Background: an optimization exercise with open tools, aiming at small area, a short achievable clock period and few clock cycles per item. Do not read the settings as production practice.
RTL that was checked went through simulation tests only; none was proved equivalent to the original.
Power figures rest on the tool's default switching activity, not on a simulated workload.

==> flow/design.v (excerpt) <==
module ws2812_axil_slave #(
    parameter int unsigned C_S_AXI_DATA_WIDTH = 32,
    parameter int unsigned C_S_AXI_ADDR_WIDTH = 9,
    parameter int unsigned C_NUM_PIXELS       = 64
) (
    input  logic                            S_AXI_ACLK,
    input  logic                            S_AXI_ARESETN,
    input  logic [C_S_AXI_ADDR_WIDTH-1:0]   S_AXI_AWADDR,
    input  logic [2:0]                      S_AXI_AWPROT,
    input  logic                            S_AXI_AWVALID,
    output logic                            S_AXI_AWREADY,
    input  logic [C_S_AXI_DATA_WIDTH-1:0]   S_AXI_WDATA,
    input  logic [C_S_AXI_DATA_WIDTH/8-1:0] S_AXI_WSTRB,
    input  logic                            S_AXI_WVALID,
    output logic                            S_AXI_WREADY,
    output logic [1:0]                      S_AXI_BRESP,
    output logic                            S_AXI_BVALID,
    input  logic                            S_AXI_BREADY,
    input  logic [C_S_AXI_ADDR_WIDTH-1:0]   S_AXI_ARADDR,
    input  logic [2:0]                      S_AXI_ARPROT,
    input  logic                            S_AXI_ARVALID,
    output logic                            S_AXI_ARREADY,
    output logic [C_S_AXI_DATA_WIDTH-1:0]   S_AXI_RDATA,
    output logic [1:0]                      S_AXI_RRESP,
    output logic                            S_AXI_RVALID,
    input  logic                            S_AXI_RREADY,
    input  logic [5:0]                      px_addr,
    output logic [23:0]                     px_data,
    input  logic                            tx_busy,
    output logic                            tx_start,
    output logic [7:0]                      tx_len
);
Size: roughly 4100 cells after synthesis, about 150 I/O pins.
clock: 5.0 ns
lec_check: 0
cap_margin: 20
core_margin: 2
core_utilization: 55
cts_cluster_diameter: 70
cts_cluster_size: 28
setup_slack_margin: 2.7
slew_margin: 20
tns_end_percent: 20
run.sh (not shown) runs the stock make flow with config.mk's settings and CLKGATE_MAP_FILE= SYNTH_SCRIPT=/design/flow/synth_recipe.tcl, a recipe that flattens the netlist after the stock synthesis.
The first run completed without violations.
Testbench counts at the start, summed over its fixed seeds: cycles 4,352, items 5,696.
==> next run, changes <==
--- a/flow/config.mk
+++ b/flow/config.mk
@@ -11,3 +11,3 @@
-export CTS_CLUSTER_DIAMETER = 70
-export CTS_CLUSTER_SIZE = 28
-export SETUP_SLACK_MARGIN = 2.7
+export CTS_CLUSTER_DIAMETER = 60
+export CTS_CLUSTER_SIZE = 25
+export SETUP_SLACK_MARGIN = 2.5
@@ -15 +14,0 @@
-export TNS_END_PERCENT = 20
Global-route usage goes up by 1.3 points. Total power grows by 11%. Via count climbs by 1.9%. Synthesized area does not change. Final cell count is higher by 1.4%. Wire length went up by 4.0%. First-iteration DRC count drops by 4.3%. Clock skew decreases by 0.0090 ns. Worst setup slack is worse by 0.071 ns.
==> next run, changes <==
--- a/flow/config.mk
+++ b/flow/config.mk
@@ -11,3 +11,3 @@
-export CTS_CLUSTER_DIAMETER = 60
-export CTS_CLUSTER_SIZE = 25
-export SETUP_SLACK_MARGIN = 2.5
+export CTS_CLUSTER_DIAMETER = 70
+export CTS_CLUSTER_SIZE = 28
+export SETUP_SLACK_MARGIN = 3.0
@@ -14,0 +15 @@
+export TNS_END_PERCENT = 10
=>
- count of clock-buffer cells in the layout went down by 9
- routed wire length decreases by a few percent
- design area drops slightly
- sequential power hardly moves
- utilization drops by 0.86 points
- via count is lower slightly
- setup slack improved by 0.12 ns
==> next run, changes <==
==> flow/flow/run.sh (new file) <==
#!/bin/bash
# The standard layout (standard.sh), except that the port buffers that
# global placement inserts are plain sky130_fd_sc_hd__buf_4 cells rather than
# the default pick, a delay cell. Every port still gets its buffer.
set -euo pipefail
bash standard.sh 'BUFFER_PORTS_ARGS=-buffer_cell sky130_fd_sc_hd__buf_4' finish > standard.log 2>&1
==> flow/standard.sh (new file) <==
#!/bin/bash
# synth_recipe.tcl (not shown) runs the flow's synth.tcl, then flattens the netlist and writes it again
# the make line also repeats each setting of config.mk as NAME=value (left out here)
make -C /OpenROAD-flow-scripts/flow DESIGN_CONFIG=/design/flow/config.mk WORK_HOME=/design/flow/orfs CLKGATE_MAP_FILE= SYNTH_SCRIPT=/design/flow/synth_recipe.tcl "${@:-finish}"
--- a/flow/config.mk
+++ b/flow/config.mk
@@ -13 +13 @@
-export SETUP_SLACK_MARGIN = 3.0
+export SETUP_SLACK_MARGIN = 2.7
@@ -15 +15 @@
-export TNS_END_PERCENT = 10
+export TNS_END_PERCENT = 20
removed: flow/run.sh
Outcome: Clock skew is lower by 0.0034 ns; total power is higher by 0.67%; worst setup slack is worse by 0.15 ns; via count is higher by 0.42%; design area is lower by 1.0%; routed wire length is higher by 2.7%; sequential share of layout area is higher by 0.57 points; first-iteration DRC count is higher by 1.7%.


job 7805:
ws2812_axil_slave, a different RTL version from the one above (not shown whole).
Size: about 4200 cells after synthesis, roughly 54000 µm² of cells after synthesis.
==> flow/config.mk <==
export PLATFORM = sky130hd
export DESIGN_NAME = ws2812_axil_slave
export DESIGN_NICKNAME = ws2812_axil_slave
export VERILOG_FILES = /design/flow/design.v
export SDC_FILE = /design/flow/constraint.sdc
export NUM_CORES = 4
export LEC_CHECK = 0
export CAP_MARGIN = 20
export CORE_MARGIN = 2
export CORE_UTILIZATION = 55
export CTS_CLUSTER_DIAMETER = 70
export CTS_CLUSTER_SIZE = 28
export SETUP_SLACK_MARGIN = 3.0
export SLEW_MARGIN = 20
export TNS_END_PERCENT = 10
==> flow/constraint.sdc <==
create_clock -name core_clock -period 5.0 [get_ports {S_AXI_ACLK}]
set_input_delay 1.0000 -clock core_clock [delete_from_list [all_inputs] [get_ports {S_AXI_ACLK}]]
set_output_delay 1.0000 -clock core_clock [all_outputs]
set_load 0.01 [all_outputs]
standard.sh (not shown) runs the stock make flow with config.mk's settings and CLKGATE_MAP_FILE= SYNTH_SCRIPT=/design/flow/synth_recipe.tcl, a recipe that flattens the netlist after the stock synthesis.
==> flow/flow/run.sh <==
#!/bin/bash
# The standard layout (standard.sh), except that the port buffers that
# global placement inserts are plain sky130_fd_sc_hd__buf_2 cells rather than
# the default pick, a delay cell. Every port still gets its buffer.
set -euo pipefail
bash standard.sh 'BUFFER_PORTS_ARGS=-buffer_cell sky130_fd_sc_hd__buf_2' finish > standard.log 2>&1
Job 7805 closes out successfully: all stages finished, all timing, DRC and antenna checks passed.
The inputs of job 7177 differ from those of job 7805 as listed below.
Settings: changing SETUP_SLACK_MARGIN from 3.0 to 2.7; changing TNS_END_PERCENT from 10 to 20.
Results
- Number of vias per cell: job 7177 < job 7805
- Delta (job 7177 minus job 7805): first-pass GRT wire length -about 3%; final cell count without fillers has decreased; post-route cell area now sits lower; total CTS buffers down 1.
- Between job 7177 and job 7805, it is job 7177 whose total power is lower, by 2.3%.
- From job 7805 to job 7177 the numbers moved as follows: fraction of layout cells with a size suffix above 1 shrank by 3.4 points, fraction of the cycle the final worst path needs has increased.
- Comparing job 7805 with job 7177, the insertion delay of the later-clocked pin in the worst-skew pair came out essentially unchanged.
- In the reports for job 7177 and job 7805, the larger internal power of the cells belongs to job 7805.
The inputs of job 2252 differ from those of job 7177 as listed below.
Settings: SETUP_SLACK_MARGIN now 2.8, was 2.7; TNS_END_PERCENT now 100, was 20.
Findings:
Job 2252 finished every stage and its layout cleared the timing, design-rule and antenna checks.
Synthesis-to-finish area growth ends up lower on job 7177.
Final worst hold slack in job 2252 is 0.025 ns below job 7177.
Looking at worst min-delay path category, the reg2reg result is from job 7177; the in2async one comes from job 2252.
Job 7177 -> job 2252: routed length on met2 decreased slightly
Run comparison: job 2252 highest-utilization routing layer at the global route stage met1; job 7177 highest-utilization routing layer at the global route stage met2
Input changes introduced in job 8930 (baseline for comparison: job 2252):
Settings: changing TNS_END_PERCENT from 100 to 20; changing SETUP_SLACK_MARGIN from 2.8 to 2.7.
==> flow/flow/run.sh <==
#!/bin/bash
# The standard layout (standard.sh), except that the port buffers that
# global placement inserts are plain sky130_fd_sc_hd__buf_4 cells rather than
# the default pick, a delay cell. Every port still gets its buffer.
set -euo pipefail
bash standard.sh 'BUFFER_PORTS_ARGS=-buffer_cell sky130_fd_sc_hd__buf_4' finish > standard.log 2>&1
[summary]
- The run with more routed wire is job 8930, not job 2252.
- Per the comparison of job 8930 with job 2252, internal power shrank by 0.00031 W, synthesized cell count held steady, minimum clock period after layout shrank by 0.062 ns.
- The run showing the greater number of antenna violations at the first check in global routing is job 8930.
- Detailed-routed wire length on met2: job 8930 vs job 2252 — no meaningful difference
Function was not checked in any run of this note: the RTL went through the layout flow alone.


ws2812_axil_slave, a different RTL version from the one above (not shown whole).
Size in the first run: about 4100 cells after synthesis, roughly 1700 flip-flops, ~0.054 mm^2 of cells after synthesis.
==> flow/config.mk <==
export PLATFORM = sky130hd
export DESIGN_NAME = ws2812_axil_slave
export DESIGN_NICKNAME = ws2812_axil_slave
export VERILOG_FILES = /design/flow/design.v
export SDC_FILE = /design/flow/constraint.sdc
export NUM_CORES = 4
export LEC_CHECK = 0
export CAP_MARGIN = 20
export CORE_MARGIN = 2
export CORE_UTILIZATION = 55
export CTS_CLUSTER_DIAMETER = 80
export CTS_CLUSTER_SIZE = 30
export SETUP_SLACK_MARGIN = 2.5
export SLEW_MARGIN = 20
==> flow/constraint.sdc <==
create_clock -name core_clock -period 5.0 [get_ports {S_AXI_ACLK}]
set_input_delay 1.0000 -clock core_clock [delete_from_list [all_inputs] [get_ports {S_AXI_ACLK}]]
set_output_delay 1.0000 -clock core_clock [all_outputs]
set_load 0.01 [all_outputs]
run.sh (not shown) runs the stock make flow with config.mk's settings and CLKGATE_MAP_FILE= SYNTH_SCRIPT=/design/flow/synth_recipe.tcl, a recipe that flattens the netlist after the stock synthesis.
Stock flow here: none of the scripts above is used.
Testbench counts at the start, summed over its fixed seeds: cycles 4,352, items 5,696.
Change:
- CORE_UTILIZATION: 55 -> 40
- CTS_CLUSTER_DIAMETER: 80 -> default
- CTS_CLUSTER_SIZE: 30 -> default
Effect:
- The new run produced a clean layout
- setup slack stays flat
- wire length is higher by a few percent
- via count came out higher slightly
- final cell count grows by about a fifth
- total power increases by a quarter to a third


Another version of the RTL of ws2812_axil_slave (not shown whole).
For scale: roughly 4200 cells after synthesis, ~150 I/O pins.
export LEC_CHECK = 0
export CAP_MARGIN = 20
export CORE_MARGIN = 2
export CORE_UTILIZATION = 65
export CTS_CLUSTER_DIAMETER = 70
export CTS_CLUSTER_SIZE = 28
export PLACE_DENSITY = 0.75
export SETUP_SLACK_MARGIN = 2.7
export SLEW_MARGIN = 20
export TNS_END_PERCENT = 20
create_clock -name core_clock -period 5.0 [get_ports {S_AXI_ACLK}]
standard.sh (not shown) runs the stock make flow with config.mk's settings and CLKGATE_MAP_FILE= SYNTH_SCRIPT=/design/flow/synth_recipe.tcl, a recipe that flattens the netlist after the stock synthesis.
==> flow/flow/run.sh <==
#!/bin/bash
# The standard layout (standard.sh), except that the port buffers that
# global placement inserts are plain sky130_fd_sc_hd__buf_2 cells rather than
# the default pick, a delay cell. Every port still gets its buffer.
set -euo pipefail
bash standard.sh 'BUFFER_PORTS_ARGS=-buffer_cell sky130_fd_sc_hd__buf_2' finish > standard.log 2>&1
Testbench counts at the start, summed over its fixed seeds: cycles 4,352, items 5,696.
Next try:
==> flow/flow/run.sh (replaced) <==
#!/bin/bash
# The standard layout (standard.sh), except that the port buffers that
# global placement inserts are plain sky130_fd_sc_hd__buf_4 cells rather than
# the default pick, a delay cell. Every port still gets its buffer.
set -euo pipefail
bash standard.sh 'BUFFER_PORTS_ARGS=-buffer_cell sky130_fd_sc_hd__buf_4' finish > standard.log 2>&1
- CORE_UTILIZATION: 65 -> 55
- CTS_CLUSTER_SIZE: 28 -> 30
- PLACE_DENSITY: 0.75 -> default
Clock skew is about the same.
Hold slack is about the same.
Worst setup slack improves by 0.024 ns.
Synthesized cell count is unchanged.
Final cell count rose by a few percent.
Fmax rose slightly.
Count of clock-buffer cells in the layout fell by 7.


The RTL this note starts from:
==> flow/design.v <==
module ws2812_axil_slave #(
    parameter int unsigned C_S_AXI_DATA_WIDTH = 32,
    parameter int unsigned C_S_AXI_ADDR_WIDTH = 9,
    parameter int unsigned C_NUM_PIXELS       = 64
) (
    input  logic                            S_AXI_ACLK,
    input  logic                            S_AXI_ARESETN,
    input  logic [C_S_AXI_ADDR_WIDTH-1:0]   S_AXI_AWADDR,
    input  logic [2:0]                      S_AXI_AWPROT,
    input  logic                            S_AXI_AWVALID,
    output logic                            S_AXI_AWREADY,
    input  logic [C_S_AXI_DATA_WIDTH-1:0]   S_AXI_WDATA,
    input  logic [C_S_AXI_DATA_WIDTH/8-1:0] S_AXI_WSTRB,
    input  logic                            S_AXI_WVALID,
    output logic                            S_AXI_WREADY,
    output logic [1:0]                      S_AXI_BRESP,
    output logic                            S_AXI_BVALID,
    input  logic                            S_AXI_BREADY,
    input  logic [C_S_AXI_ADDR_WIDTH-1:0]   S_AXI_ARADDR,
    input  logic [2:0]                      S_AXI_ARPROT,
    input  logic                            S_AXI_ARVALID,
    output logic                            S_AXI_ARREADY,
    output logic [C_S_AXI_DATA_WIDTH-1:0]   S_AXI_RDATA,
    output logic [1:0]                      S_AXI_RRESP,
    output logic                            S_AXI_RVALID,
    input  logic                            S_AXI_RREADY,
    input  logic [5:0]                      px_addr,
    output logic [23:0]                     px_data,
    input  logic                            tx_busy,
    output logic                            tx_start,
    output logic [7:0]                      tx_len
);
    localparam int unsigned NPX = 64;    
    logic [7:0]  ctrl_len;
    logic [1:0]  busy_sync;
    logic [23:0] ring [NPX];             
    logic [2:0]  rot;                    
    logic [2:0]  rl [8];                 
    function automatic logic is_ctrl(input logic [8:0] a);
        is_ctrl = a[8:2] == 7'd0;
    endfunction
    function automatic logic is_stat(input logic [8:0] a);
        is_stat = a[8:2] == 7'd1;
    endfunction
    always_ff @(posedge S_AXI_ACLK) begin
        for (int j = 0; j < 8; j++)
            rl[j] <= S_AXI_ARESETN ? rl[j] + 3'd1 : 3'(j);
    end
    assign rot = rl[0];
    logic        aw_v, w_v, exec;           
    logic [7:0]  d_lo, d_hi;
    logic        aw_pix, aw_ctrl, aw_err;
    logic [23:0] w_data;
    logic [2:0]  w_strb;
    logic [1:0]  b_cnt;                     
    logic        b_err1;                    
    logic        aw_hs, w_hs, b_pop;
    logic        aw_v_n, w_v_n, exec_n;
    logic [1:0]  b_cnt_n;
    logic [2:0]  aw_slot;
    logic [7:0]  d_lo_n, d_hi_n;
    logic        aw_pix_n;
    logic [2:0]  w_strb_n;
    logic [47:0] tap_en, tap_en_n;          
    assign aw_hs   = S_AXI_AWVALID & S_AXI_AWREADY;
    assign w_hs    = S_AXI_WVALID & S_AXI_WREADY;
    assign b_pop   = S_AXI_BVALID & S_AXI_BREADY;
    assign aw_v_n  = aw_hs | (aw_v & ~exec);
    assign w_v_n   = w_hs | (w_v & ~exec);
    assign b_cnt_n = b_cnt + {1'b0, exec} - {1'b0, b_pop};
    assign aw_slot  = S_AXI_AWADDR[4:2] - rot - 3'd2;
    assign d_lo_n   = aw_hs ? (8'd1 << aw_slot) : {d_lo[0], d_lo[7:1]};
    assign aw_pix_n = aw_hs ? S_AXI_AWADDR[8] : aw_pix;
    assign d_hi_n   = aw_hs ? (S_AXI_AWADDR[8] ? (8'd1 << S_AXI_AWADDR[7:5]) : 8'd0) : d_hi;
    assign exec_n   = aw_v_n & w_v_n & ~b_cnt_n[1] & (~aw_pix_n | d_lo_n[0] | d_lo_n[4]);
    assign tx_len   = ctrl_len;
    assign w_strb_n = w_hs ? S_AXI_WSTRB[2:0] : w_strb;
    always_comb begin
        for (int h = 0; h < 8; h++) begin
            tap_en_n[6*h +: 3]     = {3{exec_n & d_hi_n[h] & d_lo_n[0]}} & w_strb_n;
            tap_en_n[6*h + 3 +: 3] = {3{exec_n & d_hi_n[h] & d_lo_n[4]}} & w_strb_n;
        end
    end
    always_ff @(posedge S_AXI_ACLK or negedge S_AXI_ARESETN) begin
        if (!S_AXI_ARESETN) begin
            aw_v          <= 1'b0;
            w_v           <= 1'b0;
            exec          <= 1'b0;
            b_cnt         <= 2'd0;
            S_AXI_BVALID  <= 1'b0;
            S_AXI_AWREADY <= 1'b1;
            S_AXI_WREADY  <= 1'b1;
            ctrl_len      <= 8'd0;
            tx_start      <= 1'b0;
        end else begin
            aw_v          <= aw_v_n;
            w_v           <= w_v_n;
            exec          <= exec_n;
            b_cnt         <= b_cnt_n;
            S_AXI_BVALID  <= b_cnt_n != 2'd0;
            S_AXI_AWREADY <= ~aw_v_n | exec_n;
            S_AXI_WREADY  <= ~w_v_n | exec_n;
            tx_start      <= exec & aw_ctrl & w_strb[0] & w_data[0];
            if (exec && aw_ctrl && w_strb[1])
                ctrl_len <= w_data[15:8];
        end
    end
    always_ff @(posedge S_AXI_ACLK) begin
        d_lo   <= d_lo_n;
        d_hi   <= d_hi_n;
        tap_en <= tap_en_n;    
        aw_pix <= aw_pix_n;
        if (aw_hs) begin
            aw_ctrl <= is_ctrl(S_AXI_AWADDR);
            aw_err  <= ~S_AXI_AWADDR[8] & ~is_ctrl(S_AXI_AWADDR);
        end
        if (w_hs) begin
            w_data <= S_AXI_WDATA[23:0];
            w_strb <= S_AXI_WSTRB[2:0];
        end
    end
    always_ff @(posedge S_AXI_ACLK) begin
        if (exec && (b_cnt == 2'd0 || (b_cnt == 2'd1 && b_pop)))
            S_AXI_BRESP <= {aw_err, 1'b0};
        else if (b_pop)
            S_AXI_BRESP <= {b_err1, 1'b0};
        if (exec)
            b_err1 <= aw_err;
    end
    always_ff @(posedge S_AXI_ACLK) begin
        for (int h = 0; h < 8; h++) begin
            for (int l = 0; l < 8; l++) begin
                ring[8*h + l] <= ring[8*h + (l + 1) % 8];
                if (l % 4 == 0) begin
                    for (int b = 0; b < 3; b++) begin
                        if (tap_en[3*(2*h + l/4) + b])
                            ring[8*h + l][8*b +: 8] <= w_data[8*b +: 8];
                    end
                end
            end
        end
    end
    logic [23:0] px_next;
    always_comb begin
        logic [7:0]  lo, hi;
        logic [23:0] g;
        for (int j = 0; j < 8; j++)
            lo[j] = px_addr[2:0] == rl[j];
        hi = 8'd1 << px_addr[5:3];
        px_next = '0;
        for (int h = 0; h < 8; h++) begin
            g = '0;
            for (int l = 0; l < 8; l++)
                g = g | ({24{lo[l]}} & ring[8*h + l]);
            px_next = px_next | ({24{hi[h]}} & g);
        end
    end
    always_ff @(posedge S_AXI_ACLK or negedge S_AXI_ARESETN) begin
        if (!S_AXI_ARESETN)
            px_data <= 24'd0;
        else
            px_data <= px_next;
    end
    always_ff @(posedge S_AXI_ACLK or negedge S_AXI_ARESETN) begin
        if (!S_AXI_ARESETN)
            busy_sync <= 2'b00;
        else
            busy_sync <= {busy_sync[0], tx_busy};
    end
    logic        ar_pend, ar_hs, r_move;
    logic [7:0]  ar_hi, ar_lo;              
    logic [2:0]  ar_slot;
    logic        ar_ctrl, ar_stat, ar_err;
    logic [23:0] r_data, r_pix;
    logic        ar_pix;
    logic        r_err;
    assign ar_hs       = S_AXI_ARVALID & S_AXI_ARREADY;
    assign ar_slot     = S_AXI_ARADDR[4:2] - rot - 3'd1;
    assign r_move      = ar_pend & (~S_AXI_RVALID | S_AXI_RREADY) & (~ar_pix | ar_lo[0] | ar_lo[4]);
    assign S_AXI_RDATA = {8'd0, r_data};
    assign S_AXI_RRESP = {r_err, 1'b0};
    always_ff @(posedge S_AXI_ACLK or negedge S_AXI_ARESETN) begin
        if (!S_AXI_ARESETN) begin
            ar_pend       <= 1'b0;
            S_AXI_ARREADY <= 1'b1;
            S_AXI_RVALID  <= 1'b0;
        end else begin
            ar_pend       <= ar_hs | (ar_pend & ~r_move);
            S_AXI_ARREADY <= ~(ar_hs | (ar_pend & ~r_move));
            S_AXI_RVALID  <= r_move | (S_AXI_RVALID & ~S_AXI_RREADY);
        end
    end
    always_ff @(posedge S_AXI_ACLK) begin
        if (!ar_hs)
            ar_lo <= {ar_lo[0], ar_lo[7:1]};
        if (ar_hs) begin
            ar_pix  <= S_AXI_ARADDR[8];
            ar_hi   <= S_AXI_ARADDR[8] ? (8'd1 << S_AXI_ARADDR[7:5]) : 8'd0;
            ar_lo   <= 8'd1 << ar_slot;
            ar_ctrl <= is_ctrl(S_AXI_ARADDR);
            ar_stat <= is_stat(S_AXI_ARADDR);
            ar_err  <= ~S_AXI_ARADDR[8] & ~is_ctrl(S_AXI_ARADDR) & ~is_stat(S_AXI_ARADDR);
        end
    end
    always_comb begin
        r_pix = '0;
        for (int h = 0; h < 8; h++)
            r_pix = r_pix | ({24{ar_hi[h] & ar_lo[0]}} & ring[8*h])
                          | ({24{ar_hi[h] & ar_lo[4]}} & ring[8*h + 4]);
    end
    always_ff @(posedge S_AXI_ACLK) begin
        if (r_move) begin
            r_data <= r_pix | {8'd0, {8{ar_ctrl}} & ctrl_len, 8'd0} | {23'd0, ar_stat & busy_sync[1]};
            r_err  <= ar_err;
        end
    end
    logic unused_ok;
    assign unused_ok = ^{S_AXI_AWPROT, S_AXI_ARPROT, S_AXI_AWADDR[1:0], S_AXI_ARADDR[1:0],
                         S_AXI_WDATA[31:24], S_AXI_WSTRB[3]};
endmodule
Settings: LEC_CHECK=0, CAP_MARGIN=20, CORE_MARGIN=2, CORE_UTILIZATION=55, CTS_CLUSTER_DIAMETER=70, CTS_CLUSTER_SIZE=28, PLACE_DENSITY=0.75, SETUP_SLACK_MARGIN=2.7, SLEW_MARGIN=20, TNS_END_PERCENT=20; clock period 5.0 ns.
==> flow/flow/run.sh <==
#!/bin/bash
# The standard layout (standard.sh), except that the port buffers that
# global placement inserts are plain sky130_fd_sc_hd__buf_2 cells rather than
# the default pick, a delay cell. Every port still gets its buffer.
set -euo pipefail
bash standard.sh 'BUFFER_PORTS_ARGS=-buffer_cell sky130_fd_sc_hd__buf_2' finish > standard.log 2>&1
The baseline ran to the end with no violations.
Testbench counts at the start, summed over its fixed seeds: cycles 4,352, items 5,696.
Then changed:
==> flow/flow/run.sh (replaced) <==
#!/bin/bash
# The standard layout (standard.sh), except that the port buffers that
# global placement inserts are plain sky130_fd_sc_hd__buf_4 cells rather than
# the default pick, a delay cell. Every port still gets its buffer.
set -euo pipefail
bash standard.sh 'BUFFER_PORTS_ARGS=-buffer_cell sky130_fd_sc_hd__buf_4' finish > standard.log 2>&1
Settings changed: PLACE_DENSITY 0.75 to not set.
What happened: Global-route usage rose by 1.5 points. Register-to-register slack improved by 40 ps. Power goes up by 5.5%. Final cell count goes up by 0.38%. Worst setup slack gets better by 48 ps. Synthesized area is unchanged. Wire length rose by 5.4%. Die area is unchanged.
Then changed:
==> flow/flow/run.sh (replaced) <==
#!/bin/bash
# The standard layout (standard.sh), except that the port buffers that
# global placement inserts are plain sky130_fd_sc_hd__buf_2 cells rather than
# the default pick, a delay cell. Every port still gets its buffer.
set -euo pipefail
bash standard.sh 'BUFFER_PORTS_ARGS=-buffer_cell sky130_fd_sc_hd__buf_2' finish > standard.log 2>&1
After rerunning:
- worst setup slack barely changes
- fmax is about the same
- first-iteration DRC count went up by 1.8%
- final area went down by 0.87%
- area after synthesis does not change
- via count went up by 0.68%
- total power went down by 2.6%
- worst hold slack improves by 4.9 ps
- wire length went up by 1.8%
- combinational power went down by about 4%

[static timing again, ports no longer ideal]
No port has a modelled driver above. Below, the same layouts with a new extraction and two added sets of constraints. Step 1 sets driving cells, clkbuf_16 on the clock port and buf_2 on the other inputs (assumed; they add their load-dependent delay and slew). Step 2 also shifts input and output timing later by t, the mid clock arrival at the registers, as if the neighbouring blocks saw the same clock. Three values: no drivers, after step 1, after step 2; two values: the first two.
| run | shift t [ns] | setup WS [ns] | slew at the worst register clock pin (ns) |
|---|---|---|---|
| the first run of note 1 | 0.768 | 2.473 / 2.423 / 1.725 | 0.11 / 0.11 |
| the second run of note 1 | 0.796 | 2.402 / 2.397 / 1.601 | 0.10 / 0.10 |
| the third run of note 1 | 0.763 | 2.518 / 2.524 / 1.761 | 0.11 / 0.11 |
| the fourth run of note 1 | 0.772 | 2.371 / 2.371 / 1.819 | 0.11 / 0.11 |
| job 7805 | 0.766 | 2.528 / 2.477 / 1.710 | 0.11 / 0.11 |
| job 7177 | 0.768 | 2.467 / 2.422 / 1.654 | 0.11 / 0.11 |
| job 2252 | 0.782 | 2.387 / 2.419 / 1.636 | 0.11 / 0.11 |
| job 8930 | 0.766 | 2.449 / 2.425 / 1.658 | 0.11 / 0.11 |
| the first run of note 3 | 0.750 | 2.397 / 2.406 / 1.687 | 0.12 / 0.12 |
| the second run of note 3 | 0.867 | 2.397 / 2.405 / 1.577 | 0.07 / 0.07 |
| the first run of note 4 | 0.732 | 2.523 / 2.523 / 1.880 | 0.11 / 0.11 |
| the second run of note 4 | 0.770 | 2.547 / 2.490 / 1.817 | 0.12 / 0.12 |
| the first run of note 5 | 0.755 | 2.515 / 2.469 / 1.776 | 0.11 / 0.11 |
| the second run of note 5 | 0.770 | 2.563 / 2.484 / 1.842 | 0.11 / 0.11 |
| the third run of note 5 | 0.758 | 2.565 / 2.499 / 1.852 | 0.11 / 0.11 |
After both steps setup and hold are still met in every run listed. The setup slack of the second run of note 3, which loses most, moves by +0.008 ns with the drivers and by -0.820 ns with both steps.
